Source: an optimization exercise on an open RTL-to-GDS flow (aim: small area and a short achievable clock period). Production flows keep margins and buffers that such runs may drop. The RTL was checked by simulation tests, not by an equivalence proof against the original design. Power and IR drop assume default switching activity.

## red
Design sdp_ram_be, start of the top module:
module sdp_ram_be #(
    parameter int DATA_WIDTH   = 32,
    parameter int ADDR_WIDTH   = 6,
    parameter int DEPTH        = 2**ADDR_WIDTH,
    parameter int READ_LATENCY = 2,
    parameter int RDW_MODE     = 1
) (
    input  wire logic                    clk,
    input  wire logic                    rst,
    input  wire logic                    wr_en,
    input  wire logic [ADDR_WIDTH-1:0]   wr_addr,
    input  wire logic [DATA_WIDTH-1:0]   wr_data,
    input  wire logic [DATA_WIDTH/8-1:0] wr_be,
    input  wire logic                    rd_en,
    input  wire logic [ADDR_WIDTH-1:0]   rd_addr,
    output logic      [DATA_WIDTH-1:0]   rd_data,
    output logic                         rd_valid,
    output logic                         init_busy
);
For scale: about 3600 cells after synthesis, ~2200 flip-flops, roughly 0.074 sq mm of cells after synthesis.
==> module sdp_ram_rd_pipe, before the edit <==
module sdp_ram_rd_pipe #(
    parameter int DATA_WIDTH = 32,
    parameter int DEPTH      = 64
) (
    input  wire logic                        clk,
    input  wire logic                        rst,
    input  wire logic                        i_valid,
    input  wire logic [DEPTH-1:0]            i_sel,
    input  wire logic [DEPTH*DATA_WIDTH-1:0] i_words,
    output logic                             o_valid,
    output logic [DATA_WIDTH-1:0]            o_data
);
    localparam int c_n3 = DEPTH / 3;   
    logic                  hold;
    logic [DATA_WIDTH-1:0] data_d;
    assign hold = !i_valid;
    for (genvar i = 0; i < DATA_WIDTH; i++) begin : g_bit
        logic [21:0] l1_n;   
        logic [5:0]  l2;     
        logic [2:0]  l3_n;   
        for (genvar k = 0; k < c_n3; k++) begin : g_l1
            sdp_gate_aoi222 u_g (
                .a1 (i_sel[3*k]),   .a2 (i_words[(3*k)*DATA_WIDTH + i]),
                .b1 (i_sel[3*k+1]), .b2 (i_words[(3*k+1)*DATA_WIDTH + i]),
                .c1 (i_sel[3*k+2]), .c2 (i_words[(3*k+2)*DATA_WIDTH + i]),
                .y  (l1_n[k])
            );
        end
        sdp_gate_aoi22 u_l1_last (
            .a1 (i_sel[DEPTH-1]), .a2 (i_words[(DEPTH-1)*DATA_WIDTH + i]),
            .b1 (hold),           .b2 (o_data[i]),
            .y  (l1_n[21])
        );
        sdp_gate_nand4 u_l2_0 (.a(l1_n[0]),  .b(l1_n[1]),  .c(l1_n[2]),  .d(l1_n[3]),  .y(l2[0]));
        sdp_gate_nand4 u_l2_1 (.a(l1_n[4]),  .b(l1_n[5]),  .c(l1_n[6]),  .d(l1_n[7]),  .y(l2[1]));
        sdp_gate_nand4 u_l2_2 (.a(l1_n[8]),  .b(l1_n[9]),  .c(l1_n[10]), .d(l1_n[11]), .y(l2[2]));
        sdp_gate_nand4 u_l2_3 (.a(l1_n[12]), .b(l1_n[13]), .c(l1_n[14]), .d(l1_n[15]), .y(l2[3]));
        sdp_gate_nand3 u_l2_4 (.a(l1_n[16]), .b(l1_n[17]), .c(l1_n[18]), .y(l2[4]));
        sdp_gate_nand3 u_l2_5 (.a(l1_n[19]), .b(l1_n[20]), .c(l1_n[21]), .y(l2[5]));
        sdp_gate_nor2 u_l3_0 (.a(l2[0]), .b(l2[1]), .y(l3_n[0]));
        sdp_gate_nor2 u_l3_1 (.a(l2[2]), .b(l2[3]), .y(l3_n[1]));
        sdp_gate_nor2 u_l3_2 (.a(l2[4]), .b(l2[5]), .y(l3_n[2]));
        sdp_gate_aoi31 u_l4 (.a1(l3_n[0]), .a2(l3_n[1]), .a3(l3_n[2]), .b1(rst), .y(data_d[i]));
    end
    always_ff @(posedge clk) begin
        o_valid <= i_valid && !rst;
        o_data  <= data_d;
    end
endmodule
==> module sdp_gate_aoi31, before the edit <==
module sdp_gate_aoi31 (
    input  wire logic a1, a2, a3, b1,
    output logic      y
);
    assign y = !((a1 && a2 && a3) || b1);
endmodule
==> module sdp_ram_be, before the edit <==
module sdp_ram_be #(
    parameter int DATA_WIDTH   = 32,
    parameter int ADDR_WIDTH   = 6,
    parameter int DEPTH        = 2**ADDR_WIDTH,
    parameter int READ_LATENCY = 2,
    parameter int RDW_MODE     = 1
) (
    input  wire logic                    clk,
    input  wire logic                    rst,
    input  wire logic                    wr_en,
    input  wire logic [ADDR_WIDTH-1:0]   wr_addr,
    input  wire logic [DATA_WIDTH-1:0]   wr_data,
    input  wire logic [DATA_WIDTH/8-1:0] wr_be,
    input  wire logic                    rd_en,
    input  wire logic [ADDR_WIDTH-1:0]   rd_addr,
    output logic      [DATA_WIDTH-1:0]   rd_data,
    output logic                         rd_valid,
    output logic                         init_busy
);
    localparam int c_num_bytes = DATA_WIDTH / 8;
    logic [5:0] cnt_q;
    logic       init_busy_q;
    always_ff @(posedge clk) begin
        if (rst) begin
            cnt_q       <= '0;
            init_busy_q <= 1'b1;
        end else if (init_busy_q) begin
            cnt_q <= cnt_q + 6'd1;
            if (&cnt_q) init_busy_q <= 1'b0;
        end
    end
    logic                   wr_accept;
    logic [DATA_WIDTH-1:0]  wdata;
    logic [7:0]             lo_n, wa_hi;
    logic [c_num_bytes-1:0] be;
    assign wr_accept = wr_en && !init_busy_q;
    assign wdata     = rst ? '0 : wr_data;
    for (genvar b = 0; b < c_num_bytes; b++) begin : g_be
        assign be[b] = rst || wr_be[b];
    end
    for (genvar i = 0; i < 8; i++) begin : g_wdec
        assign lo_n[i]  = !(rst || (wr_addr[2:0] == 3'(i)));
        assign wa_hi[i] = rst || (wr_accept && wr_addr[5:3] == 3'(i));
    end
    logic [c_num_bytes-1:0] hb_n [8];
    for (genvar h = 0; h < 8; h++) begin : g_hb
        for (genvar b = 0; b < c_num_bytes; b++) begin : g_b
            sdp_gate_nand2 u_hb (.a(wa_hi[h]), .b(be[b]), .y(hb_n[h][b]));
        end
    end
    logic             rd_accept;
    logic [7:0]       ra_lo_n, ra_hi_n;
    logic [DEPTH-1:0] rsel_d, rsel_q;
    logic             rv_q;
    assign rd_accept = !rst && !init_busy_q && rd_en;
    for (genvar i = 0; i < 8; i++) begin : g_rdec
        assign ra_lo_n[i] = !(rd_addr[2:0] == 3'(i));
        assign ra_hi_n[i] = !(rd_accept && rd_addr[5:3] == 3'(i));
    end
    for (genvar w = 0; w < DEPTH; w++) begin : g_rsel
        sdp_gate_nor2 u_rsel (.a(ra_hi_n[w / 8]), .b(ra_lo_n[w % 8]), .y(rsel_d[w]));
    end
    always_ff @(posedge clk) begin
        rsel_q <= rsel_d;
        rv_q   <= rd_accept;
    end
    logic [DATA_WIDTH-1:0]       mem_q [DEPTH];
    logic [DEPTH*DATA_WIDTH-1:0] mem_flat;
    for (genvar w = 0; w < DEPTH; w++) begin : g_word
        for (genvar b = 0; b < c_num_bytes; b++) begin : g_byte
            logic we;
            sdp_gate_nor2 u_we (.a(hb_n[w / 8][b]), .b(lo_n[w % 8]), .y(we));
            always_ff @(posedge clk) begin
                if (we) mem_q[w][8*b +: 8] <= wdata[8*b +: 8];
            end
        end
        assign mem_flat[w*DATA_WIDTH +: DATA_WIDTH] = mem_q[w];
    end
    sdp_ram_rd_pipe #(
        .DATA_WIDTH (DATA_WIDTH),
        .DEPTH      (DEPTH)
    ) u_rd_pipe (
        .clk     (clk),
        .rst     (rst),
        .i_valid (rv_q),
        .i_sel   (rsel_q),
        .i_words (mem_flat),
        .o_valid (rd_valid),
        .o_data  (rd_data)
    );
    assign init_busy = init_busy_q;
endmodule
export LEC_CHECK = 0
export CAP_MARGIN = 20
export CORE_MARGIN = 2
export CORE_UTILIZATION = 65
export CTS_CLUSTER_DIAMETER = 120
export CTS_CLUSTER_SIZE = 30
export SLEW_MARGIN = 20
export SYNTH_HIERARCHICAL = 1
export SYNTH_MINIMUM_KEEP_SIZE = 0
export TNS_END_PERCENT = 0
create_clock -name core_clock -period 4.0 [get_ports {clk}]
standard.sh (not shown) runs the stock make flow with config.mk's settings and CLKGATE_MAP_FILE= SYNTH_SCRIPT=/design/flow/synth_recipe.tcl, a recipe that flattens the netlist after the stock synthesis.
==> flow/flow/run.sh <==
#!/bin/bash
# Standard ORFS layout, run in three parts so that the setup margin is only
# asked of timing repair once the clock tree exists (from CTS on). Port
# buffers are plain buffers, and sizing may change a cell's footprint.
set -eo pipefail
cd "$(dirname "$0")/.."
K="MATCH_CELL_FOOTPRINT=0"
M="SETUP_SLACK_MARGIN=${SETUP_MARGIN:-2.0}"
bash standard.sh $K "BUFFER_PORTS_ARGS=-buffer_cell sky130_fd_sc_hd__buf_2" synth floorplan place > flow_place.log 2>&1
bash standard.sh $K $M cts > flow_cts.log 2>&1
bash standard.sh $K $M finish > flow_finish.log 2>&1
> inputs changed (red -> blue)
diff --git a/flow/design.v b/flow/design.v
--- a/flow/design.v
+++ b/flow/design.v
@@ -31,11 +31,11 @@
     logic [DATA_WIDTH-1:0] data_d;
     assign hold = !i_valid;
     for (genvar i = 0; i < DATA_WIDTH; i++) begin : g_bit
         logic [21:0] l1_n;   
         logic [5:0]  l2;     
-        logic [2:0]  l3_n;   
+        logic [1:0]  l3_n;   
         for (genvar k = 0; k < c_n3; k++) begin : g_l1
             sdp_gate_aoi222 u_g (
                 .a1 (i_sel[3*k]),   .a2 (i_words[(3*k)*DATA_WIDTH + i]),
                 .b1 (i_sel[3*k+1]), .b2 (i_words[(3*k+1)*DATA_WIDTH + i]),
                 .c1 (i_sel[3*k+2]), .c2 (i_words[(3*k+2)*DATA_WIDTH + i]),
@@ -51,14 +51,13 @@
         sdp_gate_nand4 u_l2_1 (.a(l1_n[4]),  .b(l1_n[5]),  .c(l1_n[6]),  .d(l1_n[7]),  .y(l2[1]));
         sdp_gate_nand4 u_l2_2 (.a(l1_n[8]),  .b(l1_n[9]),  .c(l1_n[10]), .d(l1_n[11]), .y(l2[2]));
         sdp_gate_nand4 u_l2_3 (.a(l1_n[12]), .b(l1_n[13]), .c(l1_n[14]), .d(l1_n[15]), .y(l2[3]));
         sdp_gate_nand3 u_l2_4 (.a(l1_n[16]), .b(l1_n[17]), .c(l1_n[18]), .y(l2[4]));
         sdp_gate_nand3 u_l2_5 (.a(l1_n[19]), .b(l1_n[20]), .c(l1_n[21]), .y(l2[5]));
-        sdp_gate_nor2 u_l3_0 (.a(l2[0]), .b(l2[1]), .y(l3_n[0]));
-        sdp_gate_nor2 u_l3_1 (.a(l2[2]), .b(l2[3]), .y(l3_n[1]));
-        sdp_gate_nor2 u_l3_2 (.a(l2[4]), .b(l2[5]), .y(l3_n[2]));
-        sdp_gate_aoi31 u_l4 (.a1(l3_n[0]), .a2(l3_n[1]), .a3(l3_n[2]), .b1(rst), .y(data_d[i]));
+        sdp_gate_nor3 u_l3_0 (.a(l2[0]), .b(l2[1]), .c(l2[2]), .y(l3_n[0]));
+        sdp_gate_nor3 u_l3_1 (.a(l2[3]), .b(l2[4]), .c(l2[5]), .y(l3_n[1]));
+        sdp_gate_aoi21 u_l4 (.a1(l3_n[0]), .a2(l3_n[1]), .b1(rst), .y(data_d[i]));
     end
     always_ff @(posedge clk) begin
         o_valid <= i_valid && !rst;
         o_data  <= data_d;
     end
@@ -72,16 +71,10 @@
 module sdp_gate_aoi22 (
     input  wire logic a1, a2, b1, b2,
     output logic      y
 );
     assign y = !((a1 && a2) || (b1 && b2));
-endmodule
-module sdp_gate_aoi31 (
-    input  wire logic a1, a2, a3, b1,
-    output logic      y
-);
-    assign y = !((a1 && a2 && a3) || b1);
 endmodule
 module sdp_gate_aoi21 (
     input  wire logic a1, a2, b1,
     output logic      y
 );
@@ -150,26 +143,20 @@
             if (&cnt_q) init_busy_q <= 1'b0;
         end
     end
     logic                   wr_accept;
     logic [DATA_WIDTH-1:0]  wdata;
-    logic [7:0]             lo_n, wa_hi;
-    logic [c_num_bytes-1:0] be;
+    logic [7:0]             wa_lo, wa_hi;
+    logic [c_num_bytes-1:0] be_n;
     assign wr_accept = wr_en && !init_busy_q;
     assign wdata     = rst ? '0 : wr_data;
     for (genvar b = 0; b < c_num_bytes; b++) begin : g_be
-        assign be[b] = rst || wr_be[b];
+        assign be_n[b] = !(rst || wr_be[b]);
     end
     for (genvar i = 0; i < 8; i++) begin : g_wdec
-        assign lo_n[i]  = !(rst || (wr_addr[2:0] == 3'(i)));
+        assign wa_lo[i] = rst || (wr_addr[2:0] == 3'(i));
         assign wa_hi[i] = rst || (wr_accept && wr_addr[5:3] == 3'(i));
-    end
-    logic [c_num_bytes-1:0] hb_n [8];
-    for (genvar h = 0; h < 8; h++) begin : g_hb
-        for (genvar b = 0; b < c_num_bytes; b++) begin : g_b
-            sdp_gate_nand2 u_hb (.a(wa_hi[h]), .b(be[b]), .y(hb_n[h][b]));
-        end
     end
     logic             rd_accept;
     logic [7:0]       ra_lo_n, ra_hi_n;
     logic [DEPTH-1:0] rsel_d, rsel_q;
     logic             rv_q;
@@ -186,13 +173,15 @@
         rv_q   <= rd_accept;
     end
     logic [DATA_WIDTH-1:0]       mem_q [DEPTH];
     logic [DEPTH*DATA_WIDTH-1:0] mem_flat;
     for (genvar w = 0; w < DEPTH; w++) begin : g_word
+        logic wsel_n;
+        sdp_gate_nand2 u_wsel (.a(wa_hi[w / 8]), .b(wa_lo[w % 8]), .y(wsel_n));
         for (genvar b = 0; b < c_num_bytes; b++) begin : g_byte
             logic we;
-            sdp_gate_nor2 u_we (.a(hb_n[w / 8][b]), .b(lo_n[w % 8]), .y(we));
+            sdp_gate_nor2 u_we (.a(wsel_n), .b(be_n[b]), .y(we));
             always_ff @(posedge clk) begin
                 if (we) mem_q[w][8*b +: 8] <= wdata[8*b +: 8];
             end
         end
         assign mem_flat[w*DATA_WIDTH +: DATA_WIDTH] = mem_q[w];
Results
For combinational share of power, blue and red come out practically identical. blue vs red on fmax: blue is the higher one. As far as flip-flop and latch count is concerned, blue and red perform about the same. On initial antenna violation count, the higher figure sits with red, not blue. red vs blue, critical path capture point: u_rd_pipe.o_data[27] vs u_rd_pipe.o_data[31]. Routed wire length, red and blue: lower on blue. When blue is set beside red, its post-cts sizing count turns out to be 37% smaller. Between red and blue, setup slack of the critical path after layout increased. red and blue ended up with nearly the same final instance area. blue vs. red: fraction of synthesized area in multiplexers barely changed, clock tree buffer count of the final layout lower, core occupancy in the finished layout held, count of final max-slew check failures flat. Compared with red, blue instantiates a larger number of standard cells.

[afterwards: timing with drivers on the ports]
The results above use ideal ports. As a check the final layouts listed here were re-extracted and re-timed, cells and wires unchanged.
Step 1: set_driving_cell puts a clkbuf_16 on clk and a buf_2 on each other input, an assumption about the parent block.
Step 2 also shifts input and output timing later by t, the mid clock arrival at the registers, as if the neighbouring blocks saw the same clock.
a / b / c = no drivers / after step 1 / after step 2; a / b = the first two.
run	shift t [ns]	setup slack, ns	worst hold slack (ns)
red	0.779	1.705 / 1.705 / 1.053	0.431 / 0.378 / 0.532
blue	0.766	1.753 / 1.753 / 1.045	0.395 / 0.346 / 0.498
After both steps setup and hold are still met in every run listed. For blue, which loses most, drivers alone change the setup slack by 0.000 ns; drivers and shift together by -0.708 ns.
